From an optimization exercise on the open Yosys and OpenROAD flow, aimed at small area and a short achievable clock period; shortcuts taken in it are not production practice. No functional check of the RTL was part of this run. No activity file was given, so power comes from the tool's default toggle rates.

===== design/flow/config.mk =====
export PLATFORM = sky130hd
export DESIGN_NAME = hyctl_top
export DESIGN_NICKNAME = hyctl_top
export VERILOG_FILES = /design/flow/design.v
export SDC_FILE = /design/flow/constraint.sdc
export NUM_CORES = 4
export LEC_CHECK = 0
export CAP_MARGIN = 20
export CORE_MARGIN = 2
export CORE_UTILIZATION = 45
export PLACE_DENSITY = 0.6
export SLEW_MARGIN = 20

===== design/flow/constraint.sdc =====
create_clock -name core_clock -period 5.0 [get_ports {clk}]
set_input_delay 1.0000 -clock core_clock [delete_from_list [all_inputs] [get_ports {clk}]]
set_output_delay 1.0000 -clock core_clock [all_outputs]
set_load 0.01 [all_outputs]

===== design/flow/design.v =====
package hyctl_pkg;
    localparam int BYTE_W     = 8;
    localparam int IP_W       = 32;
    localparam int UDP_PORT_W = 16;
    localparam int BUF_ADDR_W = 7;
    localparam logic [BYTE_W-1:0] PORT_STREAM_LINK = 8'h00;
    localparam logic [BYTE_W-1:0] PORT_PKT_CTRL    = 8'h01;
    localparam logic [BYTE_W-1:0] PORT_IP_CTRL     = 8'h02;
    localparam logic [BYTE_W-1:0] PORT_TX_LEN      = 8'h03;
    localparam logic [BYTE_W-1:0] PORT_PKT_PORT    = 8'h04;
    localparam logic [BYTE_W-1:0] PORT_STREAM_IP   = 8'h10;
    localparam logic [BYTE_W-1:0] PORT_STREAM_UDP  = 8'h14;
    localparam logic [BYTE_W-1:0] PORT_MY_IP       = 8'h30;
    localparam logic [BYTE_W-1:0] PORT_BUF_BASE    = 8'h80;
    localparam int PKT_CTRL_ARM_BIT   = 0;
    localparam int PKT_CTRL_TX_BIT    = 4;
    localparam int IP_CTRL_STATIC_BIT = 0;
    localparam int IP_CTRL_VALID_BIT  = 1;
    localparam logic [1:0] UDP_RESULT_ACCEPTED = 2'b01;
    typedef struct packed {
        logic [BYTE_W-1:0] port_id;
        logic [BYTE_W-1:0] out_port;
        logic              write_strobe;
        logic              read_strobe;
    } io_bus_t;
    typedef struct packed {
        logic                  start;
        logic [BYTE_W-1:0]     data;
        logic                  valid;
        logic                  last;
        logic [IP_W-1:0]       src_ip;
        logic [UDP_PORT_W-1:0] src_port;
    } udp_rx_t;
    typedef struct packed {
        logic                  start;
        logic [BYTE_W-1:0]     data;
        logic                  valid;
        logic                  last;
        logic [BUF_ADDR_W-1:0] length;
        logic [IP_W-1:0]       dst_ip;
        logic [UDP_PORT_W-1:0] dst_port;
    } udp_tx_t;
    typedef struct packed {
        logic                  pkt_ctrl_wr;
        logic                  tx_len_wr;
        logic                  pkt_port_wr_hi;
        logic                  pkt_port_wr_lo;
        logic                  buf_wr;
        logic [BUF_ADDR_W-1:0] buf_addr;
        logic [BYTE_W-1:0]     data;
    } pkt_wr_t;
    typedef struct packed {
        logic                  arm;
        logic                  receiving;
        logic                  transmitting;
        logic [BUF_ADDR_W-1:0] tx_len;
        logic [IP_W-1:0]       pkt_ip;
    } pkt_status_t;
    typedef struct packed {
        logic            dhcp_reset;
        logic [IP_W-1:0] static_ip;
        logic            static_ip_valid;
    } ip_cfg_t;
    typedef struct packed {
        logic                  linked;
        logic [IP_W-1:0]       ip;
        logic [UDP_PORT_W-1:0] udp_port;
    } stream_cfg_t;
endpackage
`timescale 1ns/100ps
module hyctl_packet_buffer (
    input  logic                              clk,
    input  logic [hyctl_pkg::BUF_ADDR_W-1:0]  addr_i,
    input  logic [hyctl_pkg::BYTE_W-1:0]      wdata_i,
    input  logic                              we_i,
    output logic [hyctl_pkg::BYTE_W-1:0]      rdata_o
);
    localparam int DEPTH = 2 ** hyctl_pkg::BUF_ADDR_W;
    logic [hyctl_pkg::BYTE_W-1:0] mem [DEPTH];
    always_ff @(posedge clk) begin
        if (we_i) begin
            mem[addr_i] <= wdata_i;
        end
    end
    always_ff @(posedge clk) begin
        rdata_o <= mem[addr_i];
    end
endmodule
`timescale 1ns/100ps
module hyctl_packet_engine (
    input  logic                          clk,
    input  logic                          reset,
    input  hyctl_pkg::pkt_wr_t            pkt_wr_i,
    input  hyctl_pkg::udp_rx_t            udp_rx_i,
    input  logic                          udp_tx_ready_i,
    input  logic [1:0]                    udp_tx_result_i,
    output hyctl_pkg::pkt_status_t        pkt_status_o,
    output logic [hyctl_pkg::BYTE_W-1:0]  buf_rdata_o,
    output hyctl_pkg::udp_tx_t            udp_tx_o
);
    logic                             arm_q;
    logic                             receiving_q;
    logic                             transmitting_q;
    logic                             tx_start_q;
    logic                             tx_valid_q;
    logic                             rx_start_q;
    logic [hyctl_pkg::BUF_ADDR_W-1:0] addr_q;
    logic [hyctl_pkg::BUF_ADDR_W-1:0] tx_len_q;
    logic [hyctl_pkg::IP_W-1:0]       pkt_ip_q;
    logic [hyctl_pkg::UDP_PORT_W-1:0] pkt_port_q;
    logic                             rx_start_edge;
    logic                             capture_go;
    logic                             rx_active;
    logic                             rx_byte;
    logic                             rx_done;
    logic                             tx_fire;
    logic                             tx_last;
    logic                             tx_go;
    logic [hyctl_pkg::BUF_ADDR_W-1:0] buf_addr;
    logic [hyctl_pkg::BYTE_W-1:0]     buf_wdata;
    logic                             buf_we;
    logic [hyctl_pkg::BYTE_W-1:0]     buf_rdata;
    assign rx_start_edge = udp_rx_i.start && !rx_start_q;
    assign capture_go    = arm_q && rx_start_edge && !transmitting_q;
    assign rx_active     = receiving_q || capture_go;
    assign rx_byte       = rx_active && udp_rx_i.valid;
    assign rx_done       = rx_byte && udp_rx_i.last;
    assign tx_go   = pkt_wr_i.pkt_ctrl_wr && pkt_wr_i.data[hyctl_pkg::PKT_CTRL_TX_BIT];
    assign tx_fire = transmitting_q && tx_valid_q && udp_tx_ready_i;
    assign tx_last = transmitting_q && (addr_q == tx_len_q);
    always_ff @(posedge clk) begin
        if (reset) begin
            rx_start_q     <= 1'b0;
            arm_q          <= 1'b0;
            receiving_q    <= 1'b0;
            transmitting_q <= 1'b0;
            tx_start_q     <= 1'b0;
            tx_valid_q     <= 1'b0;
            addr_q         <= '0;
        end else begin
            rx_start_q <= udp_rx_i.start;
            if (pkt_wr_i.pkt_ctrl_wr && pkt_wr_i.data[hyctl_pkg::PKT_CTRL_ARM_BIT]) begin
                arm_q <= 1'b1;
            end else if (capture_go) begin
                arm_q <= 1'b0;
            end
            if (capture_go && !rx_done) begin
                receiving_q <= 1'b1;
            end else if (receiving_q && rx_done) begin
                receiving_q <= 1'b0;
            end
            if (tx_go) begin
                transmitting_q <= 1'b1;
            end else if (tx_fire && tx_last) begin
                transmitting_q <= 1'b0;
            end
            if (tx_go) begin
                tx_start_q <= 1'b1;
            end else if (tx_start_q && (udp_tx_result_i == hyctl_pkg::UDP_RESULT_ACCEPTED)) begin
                tx_start_q <= 1'b0;
            end
            if (!transmitting_q) begin
                tx_valid_q <= 1'b0;
            end else if (!tx_valid_q) begin
                tx_valid_q <= 1'b1;
            end else if (udp_tx_ready_i) begin
                tx_valid_q <= 1'b0;
            end
            if (!rx_active && !transmitting_q) begin
                addr_q <= '0;
            end else if (rx_done || (tx_fire && tx_last)) begin
                addr_q <= '0;
            end else if (rx_byte || tx_fire) begin
                addr_q <= addr_q + 1'b1;
            end
        end
    end
    always_ff @(posedge clk) begin
        if (rx_done) begin
            tx_len_q <= addr_q;
        end else if (pkt_wr_i.tx_len_wr) begin
            tx_len_q <= pkt_wr_i.data[hyctl_pkg::BUF_ADDR_W-1:0];
        end
        if (capture_go) begin
            pkt_ip_q <= udp_rx_i.src_ip;
        end
        if (capture_go) begin
            pkt_port_q <= udp_rx_i.src_port;
        end else if (pkt_wr_i.pkt_port_wr_hi) begin
            pkt_port_q[15:8] <= pkt_wr_i.data;
        end else if (pkt_wr_i.pkt_port_wr_lo) begin
            pkt_port_q[7:0] <= pkt_wr_i.data;
        end
    end
    assign buf_addr  = (rx_active || transmitting_q) ? addr_q : pkt_wr_i.buf_addr;
    assign buf_wdata = rx_active ? udp_rx_i.data : pkt_wr_i.data;
    assign buf_we    = rx_active ? udp_rx_i.valid : (!transmitting_q && pkt_wr_i.buf_wr);
    hyctl_packet_buffer hyctl_packet_buffer_i (
        .clk     (clk),
        .addr_i  (buf_addr),
        .wdata_i (buf_wdata),
        .we_i    (buf_we),
        .rdata_o (buf_rdata)
    );
    assign buf_rdata_o = buf_rdata;
    assign pkt_status_o.arm          = arm_q;
    assign pkt_status_o.receiving    = receiving_q;
    assign pkt_status_o.transmitting = transmitting_q;
    assign pkt_status_o.tx_len       = tx_len_q;
    assign pkt_status_o.pkt_ip       = pkt_ip_q;
    assign udp_tx_o.start    = tx_start_q;
    assign udp_tx_o.data     = buf_rdata;
    assign udp_tx_o.valid    = tx_valid_q;
    assign udp_tx_o.last     = tx_last;
    assign udp_tx_o.length   = tx_len_q + 1'b1;
    assign udp_tx_o.dst_ip   = pkt_ip_q;
    assign udp_tx_o.dst_port = pkt_port_q;
endmodule
`timescale 1ns/100ps
module hyctl_io_ports (
    input  logic                              clk,
    input  logic                              reset,
    input  hyctl_pkg::io_bus_t                io_bus_i,
    input  logic [hyctl_pkg::IP_W-1:0]        ext_ip_i,
    input  logic                              ext_ip_force_i,
    input  hyctl_pkg::pkt_status_t            pkt_status_i,
    input  logic [hyctl_pkg::BYTE_W-1:0]      buf_rdata_i,
    output hyctl_pkg::pkt_wr_t                pkt_wr_o,
    output logic [hyctl_pkg::BYTE_W-1:0]      in_port_o,
    output hyctl_pkg::ip_cfg_t                ip_cfg_o,
    output hyctl_pkg::stream_cfg_t            stream_cfg_o
);
    localparam int STAT_RX_BIT = 1;
    logic [hyctl_pkg::BYTE_W-1:0]     port_id;
    logic [hyctl_pkg::BYTE_W-1:0]     wdata;
    logic                             wr_en;
    logic [1:0]                       byte_sel;
    logic                             hit_my_ip;
    logic                             hit_stream_ip;
    logic                             hit_stream_udp;
    logic                             hit_pkt_port;
    logic                             linked_q;
    logic                             use_static_q;
    logic                             static_valid_q;
    logic [hyctl_pkg::IP_W-1:0]       my_ip_q;
    logic [hyctl_pkg::IP_W-1:0]       stream_ip_q;
    logic [hyctl_pkg::UDP_PORT_W-1:0] stream_udp_q;
    logic                             use_ext_ip;
    logic [hyctl_pkg::IP_W-1:0]       ip_src;
    logic [hyctl_pkg::BYTE_W-1:0]     ip_byte_q;
    logic [hyctl_pkg::BYTE_W-1:0]     status_byte;
    assign port_id  = io_bus_i.port_id;
    assign wdata    = io_bus_i.out_port;
    assign wr_en    = io_bus_i.write_strobe && !io_bus_i.read_strobe;
    assign byte_sel = 2'd3 - port_id[1:0];
    assign hit_my_ip      = port_id[7:2] == hyctl_pkg::PORT_MY_IP[7:2];
    assign hit_stream_ip  = port_id[7:2] == hyctl_pkg::PORT_STREAM_IP[7:2];
    assign hit_stream_udp = port_id[7:1] == hyctl_pkg::PORT_STREAM_UDP[7:1];
    assign hit_pkt_port   = port_id[7:1] == hyctl_pkg::PORT_PKT_PORT[7:1];
    assign pkt_wr_o.pkt_ctrl_wr    = wr_en && (port_id == hyctl_pkg::PORT_PKT_CTRL);
    assign pkt_wr_o.tx_len_wr      = wr_en && (port_id == hyctl_pkg::PORT_TX_LEN);
    assign pkt_wr_o.pkt_port_wr_hi = wr_en && hit_pkt_port && !port_id[0];
    assign pkt_wr_o.pkt_port_wr_lo = wr_en && hit_pkt_port && port_id[0];
    assign pkt_wr_o.buf_wr         = wr_en && port_id[7];
    assign pkt_wr_o.buf_addr       = port_id[hyctl_pkg::BUF_ADDR_W-1:0];
    assign pkt_wr_o.data           = wdata;
    always_ff @(posedge clk) begin
        if (reset) begin
            linked_q       <= 1'b0;
            use_static_q   <= 1'b0;
            static_valid_q <= 1'b0;
        end else if (wr_en) begin
            if (port_id == hyctl_pkg::PORT_STREAM_LINK) begin
                linked_q <= wdata[0];
            end
            if (port_id == hyctl_pkg::PORT_IP_CTRL) begin
                use_static_q   <= wdata[hyctl_pkg::IP_CTRL_STATIC_BIT];
                static_valid_q <= wdata[hyctl_pkg::IP_CTRL_VALID_BIT];
            end
        end
    end
    always_ff @(posedge clk) begin
        if (wr_en && hit_my_ip) begin
            my_ip_q[byte_sel*hyctl_pkg::BYTE_W +: hyctl_pkg::BYTE_W] <= wdata;
        end
        if (wr_en && hit_stream_ip) begin
            stream_ip_q <= pkt_status_i.pkt_ip;
        end
        if (wr_en && hit_stream_udp) begin
            if (port_id[0]) begin
                stream_udp_q[7:0] <= wdata;
            end else begin
                stream_udp_q[15:8] <= wdata;
            end
        end
    end
    assign use_ext_ip = !use_static_q || ext_ip_force_i;
    assign ip_src     = use_ext_ip ? ext_ip_i : my_ip_q;
    always_ff @(posedge clk) begin
        ip_byte_q <= ip_src[byte_sel*hyctl_pkg::BYTE_W +: hyctl_pkg::BYTE_W];
    end
    always_comb begin
        status_byte = '0;
        status_byte[hyctl_pkg::PKT_CTRL_TX_BIT]  = pkt_status_i.transmitting;
        status_byte[STAT_RX_BIT]                 = pkt_status_i.receiving;
        status_byte[hyctl_pkg::PKT_CTRL_ARM_BIT] = pkt_status_i.arm;
    end
    always_comb begin
        in_port_o = '0;
        if (port_id[7]) begin
            in_port_o = buf_rdata_i;
        end else if (hit_my_ip) begin
            in_port_o = ip_byte_q;
        end else if (port_id == hyctl_pkg::PORT_TX_LEN) begin
            in_port_o = {1'b0, pkt_status_i.tx_len};
        end else if (port_id == hyctl_pkg::PORT_PKT_CTRL) begin
            in_port_o = status_byte;
        end
    end
    assign ip_cfg_o.dhcp_reset      = use_static_q;
    assign ip_cfg_o.static_ip       = my_ip_q;
    assign ip_cfg_o.static_ip_valid = static_valid_q;
    assign stream_cfg_o.linked   = linked_q;
    assign stream_cfg_o.ip       = stream_ip_q;
    assign stream_cfg_o.udp_port = stream_udp_q;
endmodule
`timescale 1ns/100ps
module hyctl_top (
    input  logic                          clk,
    input  logic                          reset,
    input  logic [7:0]                    io_port_id,
    input  logic [7:0]                    io_out_port,
    input  logic                          io_write_strobe,
    input  logic                          io_read_strobe,
    output logic [7:0]                    in_port,
    input  logic                          udp_rx_start,
    input  logic [7:0]                    udp_rx_data,
    input  logic                          udp_rx_valid,
    input  logic                          udp_rx_last,
    input  logic [31:0]                   udp_rx_src_ip,
    input  logic [15:0]                   udp_rx_src_port,
    input  logic                          udp_tx_ready,
    input  logic [1:0]                    udp_tx_result,
    output logic                          udp_tx_start,
    output logic [7:0]                    udp_tx_data,
    output logic                          udp_tx_valid,
    output logic                          udp_tx_last,
    output logic [6:0]                    udp_tx_length,
    output logic [31:0]                   udp_tx_dst_ip,
    output logic [15:0]                   udp_tx_dst_port,
    input  logic [31:0]                   ext_ip,
    input  logic                          ext_ip_force,
    output logic                          ip_dhcp_reset,
    output logic [31:0]                   ip_static_ip,
    output logic                          ip_static_ip_valid,
    output logic                          stream_linked,
    output logic [31:0]                   stream_ip,
    output logic [15:0]                   stream_udp_port
);
    hyctl_pkg::io_bus_t           io_bus_i;
    hyctl_pkg::udp_rx_t           udp_rx_i;
    hyctl_pkg::udp_tx_t           udp_tx_o;
    hyctl_pkg::ip_cfg_t           ip_cfg_o;
    hyctl_pkg::stream_cfg_t       stream_cfg_o;
    assign io_bus_i.port_id      = io_port_id;
    assign io_bus_i.out_port     = io_out_port;
    assign io_bus_i.write_strobe = io_write_strobe;
    assign io_bus_i.read_strobe  = io_read_strobe;
    assign udp_rx_i.start    = udp_rx_start;
    assign udp_rx_i.data     = udp_rx_data;
    assign udp_rx_i.valid    = udp_rx_valid;
    assign udp_rx_i.last     = udp_rx_last;
    assign udp_rx_i.src_ip   = udp_rx_src_ip;
    assign udp_rx_i.src_port = udp_rx_src_port;
    assign udp_tx_start    = udp_tx_o.start;
    assign udp_tx_data     = udp_tx_o.data;
    assign udp_tx_valid    = udp_tx_o.valid;
    assign udp_tx_last     = udp_tx_o.last;
    assign udp_tx_length   = udp_tx_o.length;
    assign udp_tx_dst_ip   = udp_tx_o.dst_ip;
    assign udp_tx_dst_port = udp_tx_o.dst_port;
    assign ip_dhcp_reset      = ip_cfg_o.dhcp_reset;
    assign ip_static_ip       = ip_cfg_o.static_ip;
    assign ip_static_ip_valid = ip_cfg_o.static_ip_valid;
    assign stream_linked   = stream_cfg_o.linked;
    assign stream_ip       = stream_cfg_o.ip;
    assign stream_udp_port = stream_cfg_o.udp_port;
    hyctl_pkg::pkt_wr_t           pkt_wr;
    hyctl_pkg::pkt_status_t       pkt_status;
    logic [hyctl_pkg::BYTE_W-1:0] buf_rdata;
    hyctl_io_ports hyctl_io_ports_i (
        .clk            (clk),
        .reset          (reset),
        .io_bus_i       (io_bus_i),
        .ext_ip_i       (ext_ip),
        .ext_ip_force_i (ext_ip_force),
        .pkt_status_i   (pkt_status),
        .buf_rdata_i    (buf_rdata),
        .pkt_wr_o       (pkt_wr),
        .in_port_o      (in_port),
        .ip_cfg_o       (ip_cfg_o),
        .stream_cfg_o   (stream_cfg_o)
    );
    hyctl_packet_engine hyctl_packet_engine_i (
        .clk             (clk),
        .reset           (reset),
        .pkt_wr_i        (pkt_wr),
        .udp_rx_i        (udp_rx_i),
        .udp_tx_ready_i  (udp_tx_ready),
        .udp_tx_result_i (udp_tx_result),
        .pkt_status_o    (pkt_status),
        .buf_rdata_o     (buf_rdata),
        .udp_tx_o        (udp_tx_o)
    );
endmodule

===== design/flow/run.sh =====
#!/bin/bash
# synth_recipe.tcl (not shown) runs the flow's synth.tcl, then flattens the netlist and writes it again
# the make line also repeats each setting of config.mk as NAME=value (left out here)
make -C /OpenROAD-flow-scripts/flow DESIGN_CONFIG=/design/flow/config.mk WORK_HOME=/design/flow/orfs CLKGATE_MAP_FILE= SYNTH_SCRIPT=/design/flow/synth_recipe.tcl finish

==> summary.txt <==
-- where the power goes --
part	total, W	internal [W]	switching, W
logic	0.00113	0.000431	0.000702
registers	0.0110	0.0110	0.0000354
clock network	0.00892	0.00522	0.00371
-- sequential cells by signal (all words and copies together) (netlist names), 7 cells and up --
name                                                 count
hyctl_io_ports_i.ip_byte_q                               8
hyctl_io_ports_i.my_ip_q                                32
hyctl_io_ports_i.stream_ip_q                            32
hyctl_io_ports_i.stream_udp_q                           16
hyctl_packet_engine_i.addr_q                             7
hyctl_packet_engine_i.hyctl_packet_buffer_i.mem       1024
hyctl_packet_engine_i.hyctl_packet_buffer_i.rdata_o      8
hyctl_packet_engine_i.pkt_ip_q                          32
hyctl_packet_engine_i.pkt_port_q                        16
hyctl_packet_engine_i.tx_len_q                           7
-- metrics by stage --
step	utilization [%]	instance area [sq um]	power [W]	hold WS [ns]
final	54.4	56400	0.0211	0.445
after global placement	50.6	52500	0.0123	0.433
after detailed placement	50.6	52500	0.0123	0.435
after global routing	54.4	56400	0.0217	0.461
after CTS	54.4	56400	0.0212	0.450
after floorplan	-	47200	0.0118	0.428
-- metal layers --
metal  GRT usage, %  part of all wire, %  vias up
li1               -                    -    12000
met1           31.1                   41    13600
met2           37.6                   47     1141
met3           5.02                  8.2      198
met4           8.26                  3.1        0
met5              0                    0        -
-- cell type report --
class                      count  area share, %
timing repair buffer         473           8.09
clock buffer                 157           5.60
sequential                  1191           62.8
multi-input combinational   1417           18.8
clock inverter                64           1.34
tap                         1380           3.06
antenna                        2        0.00887
inverter                      43          0.286
-- cell families after synthesis --
group / after synthesis
DFF: 1191
and+or+nand+nor: 354
muxes: 542
xor gates and xnor gates: 18
buffers and inverters: 255
AOI/OAI and AO/OA: 494
adders and majority gates: 9
-- cells in the final DEF, fill, tap and decap left out, types with 18 or more instances in the layout --
cell type	instances
clkbuf_16	119
buf_12	27
o21ai_0	145
dfxtp_1	32
clkinv_2	18
o21ai_1	18
edfxtp_1	1159
o22ai_1	256
clkdlybuf4s50_1	271
buf_4	175
inv_1	42
nand2_1	129
nor2_1	146
mux2i_1	512
a41oi_1	32
clkbuf_1	34
-- worst max-delay path, delay by kind of cell --
kind / cells / cell delay (ns)
compound gates: 2 / 0.59
fa+ha+maj: 1 / 0.21
buf+inv: 3 / 1.43
simple gates: 1 / 0.23
-- worst paths after layout --
path,start,end,slack [ns],cells past startpoint
min,hyctl_packet_engine_i.pkt_ip_q[28],hyctl_io_ports_i.stream_ip_q[28],0.45,0
min reg2reg,hyctl_packet_engine_i.pkt_ip_q[28],hyctl_io_ports_i.stream_ip_q[28],0.45,0
max,io_port_id[1],in_port[4],0.53,7
max reg2reg,hyctl_packet_engine_i.transmitting_q,register,1.10,8
==> reports/summary.txt <==
=================================================================================
Routed wire per std cell                                                  26.7 um
Finish-stage setup viols                                                        0
Tightest slew margin relative to the limit                                  32.7%
Worst setup path class                                                     in2out
First drt pass iteration count                                                  5
Largest buffer count on any clock path                                          3
Avg Vias per Cell                                                            5.70
Kind of start point of the critical path                             primary input
Critical-path top delay cell                                         clkdlybuf4s50_1
Antenna violations before repair                                                4
Slew at the pin with the worst max-slew slack                             1.01 ns
Timing-limited maximum frequency                                          224 MHz
Antenna violation net count after detailed routing                              0
Number of warnings printed during yosys synthesis                               3
Worst setup skew after layout                                           0.0239 ns
Synthesized-area fraction occupied by adder cells                          0.239%
Post-CTS setup buffer count                                                     0
Layout filler cell count                                                     8061
Syn nets                                                                     2987
Routability cong.                                                           0.919
Cells after DPL                                                              4504
Footprint of the multi-input gates                                    10600 sq um
# clock sinks                                                                1191
Mean post-synth cell area                                              16.5 sq um
Cell area after synthesis                                             47200 sq um
Post-Synth Simple-Gate Area                                                 3.25%
Fraction of final layout cells sized beyond drive strength 1                12.6%
Time the worst path needs with I/O delays and setup                       4.47 ns
Hold Vio Cnt, Final                                                             0
Final critical-path share of the clock period                               89.3%
Req. time, crit path                                                      4.00 ns
Post-route non-filler standard cell count                                    4727
Number of remaining DRC errors                                                  0
Setup TNS Final                                                              0 ns
Synth area leader                                                        edfxtp_1
Layout overhead on the synthesized area                                     19.6%
Max cap viols                                                                   0
Dominant cell by count in the synthesized netlist                        edfxtp_1
Status                                                   timing/DRC/antenna clean
Critical Path, Cell by Cell                                          clkdlybuf4s50_1 > inv_1 > ha_1 > nor2b_1 > a22oi_1 > o21ai_0 > clkdlybuf4s50_1
Delay contributed by the slowest stage of the critical path               0.65 ns
Area of the core                                                     104000 sq um
Source-to-sink clock delay at the later pin of the worst-skew pair        0.71 ns
Number of flops mapped to enable cells by yosys                              1159
Most instantiated cells after synthesis                              edfxtp_1 (1159), mux2i_1 (514), o22ai_1 (256)
Synth unique cells                                                             53
Largest family of logic cells by synthesized area                    multiplexers
PnR worst setup slack                                                    0.533 ns
Final max-slew violation count                                                  0
Largest driver fanout on the critical path                                      5
Syn Inst Count                                                               2863
FF+latch count, synth                                                        1191
Global-route wire length before repair                                     183 mm
TritonCTS clock tree                                                        built
Primary FF master, synth                                                 edfxtp_1
# resized after CTS                                                             0
Power per unit of standard cell area                                  373 nW/um^2
Die span in x                                                              328 um
Element type at the critical path end                                  output pin
Worst IR drop on VDD                                                     0.282 mV
Initial Utilization                                                         45.5%
Unrepaired setup endpoints after global routing                             false
Vias in the first global route                                              27000
Detailed-placement wirelength estimate                                    82.8 mm
Post-placement setup slack                                              0.0884 ns
Compound-gate portion of the synthesized area                               6.41%
Total Routed Length                                                        126 mm
Kind of path behind the tightest hold check                               reg2reg
Port bufs                                                                     271
Die Y-Extent                                                               328 um
Largest net degree at the start of global routing                              97
I/O pin cnt                                                                   272
Hold bufs inserted after CTS                                                    0
Main area contributors after synthesis                               edfxtp_1 (74%), mux2i_1 (11%), o22ai_1 (3.4%)
Clock Pin Slew Worst Setup and Hold Paths                                 0.06 ns
Std-Cell Rows                                                                 118
Multiplexer area fraction after synthesis                                   11.9%
Synthesized-area fraction occupied by xor and xnor cells                   0.334%
Congestion Overflow GR                                                          0
Most used cell along the critical path                               clkdlybuf4s50_1
Clock buffers created by TritonCTS                                            119
LEAKAGE                                                                   19.4 nW
Initial DRC Count                                                            2673
Sequential cell area fraction in the yosys report                           75.1%
Gr usage total                                                              23.2%
Die Footprint                                                        108000 sq um
Routed via count                                                            26900
H-tree depth                                                                    3
Fraction of registers with async set/reset                                     0%
Area share of the largest cell type after synthesis                         73.7%
Critical path data arrival time                                           3.47 ns
Count of nets after finishing                                                3369
Clock Root Buffer                                                       clkbuf_16
Sequential cell area                                                  35400 sq um
=================================================================================

[what the ideal ports hide]
No port has a modelled driver above. Below, the same layout with a new extraction and two added sets of constraints. Step 1: set_driving_cell puts a clkbuf_16 on clk and a buf_2 on each other input, an assumption about the parent block. Step 2 adds t to the input delays and takes it off the output delays; t is the mean of the earliest and latest rising clock arrival at the registers after step 1. Input paths then give back, and output paths get back, about the clock's delay inside the block. a / b / c = ideal ports / drivers / drivers and shift; a / b = the first two.
t (ns): 0.766
setup WS [ns]: 0.533 / 0.500 / -0.010
hold slack, ns: 0.445 / 0.445 / 0.445
With both steps, setup timing fails in this run, where it was met with ideal ports. For this run, drivers alone change the setup slack by -0.033 ns; drivers and shift together by -0.543 ns.
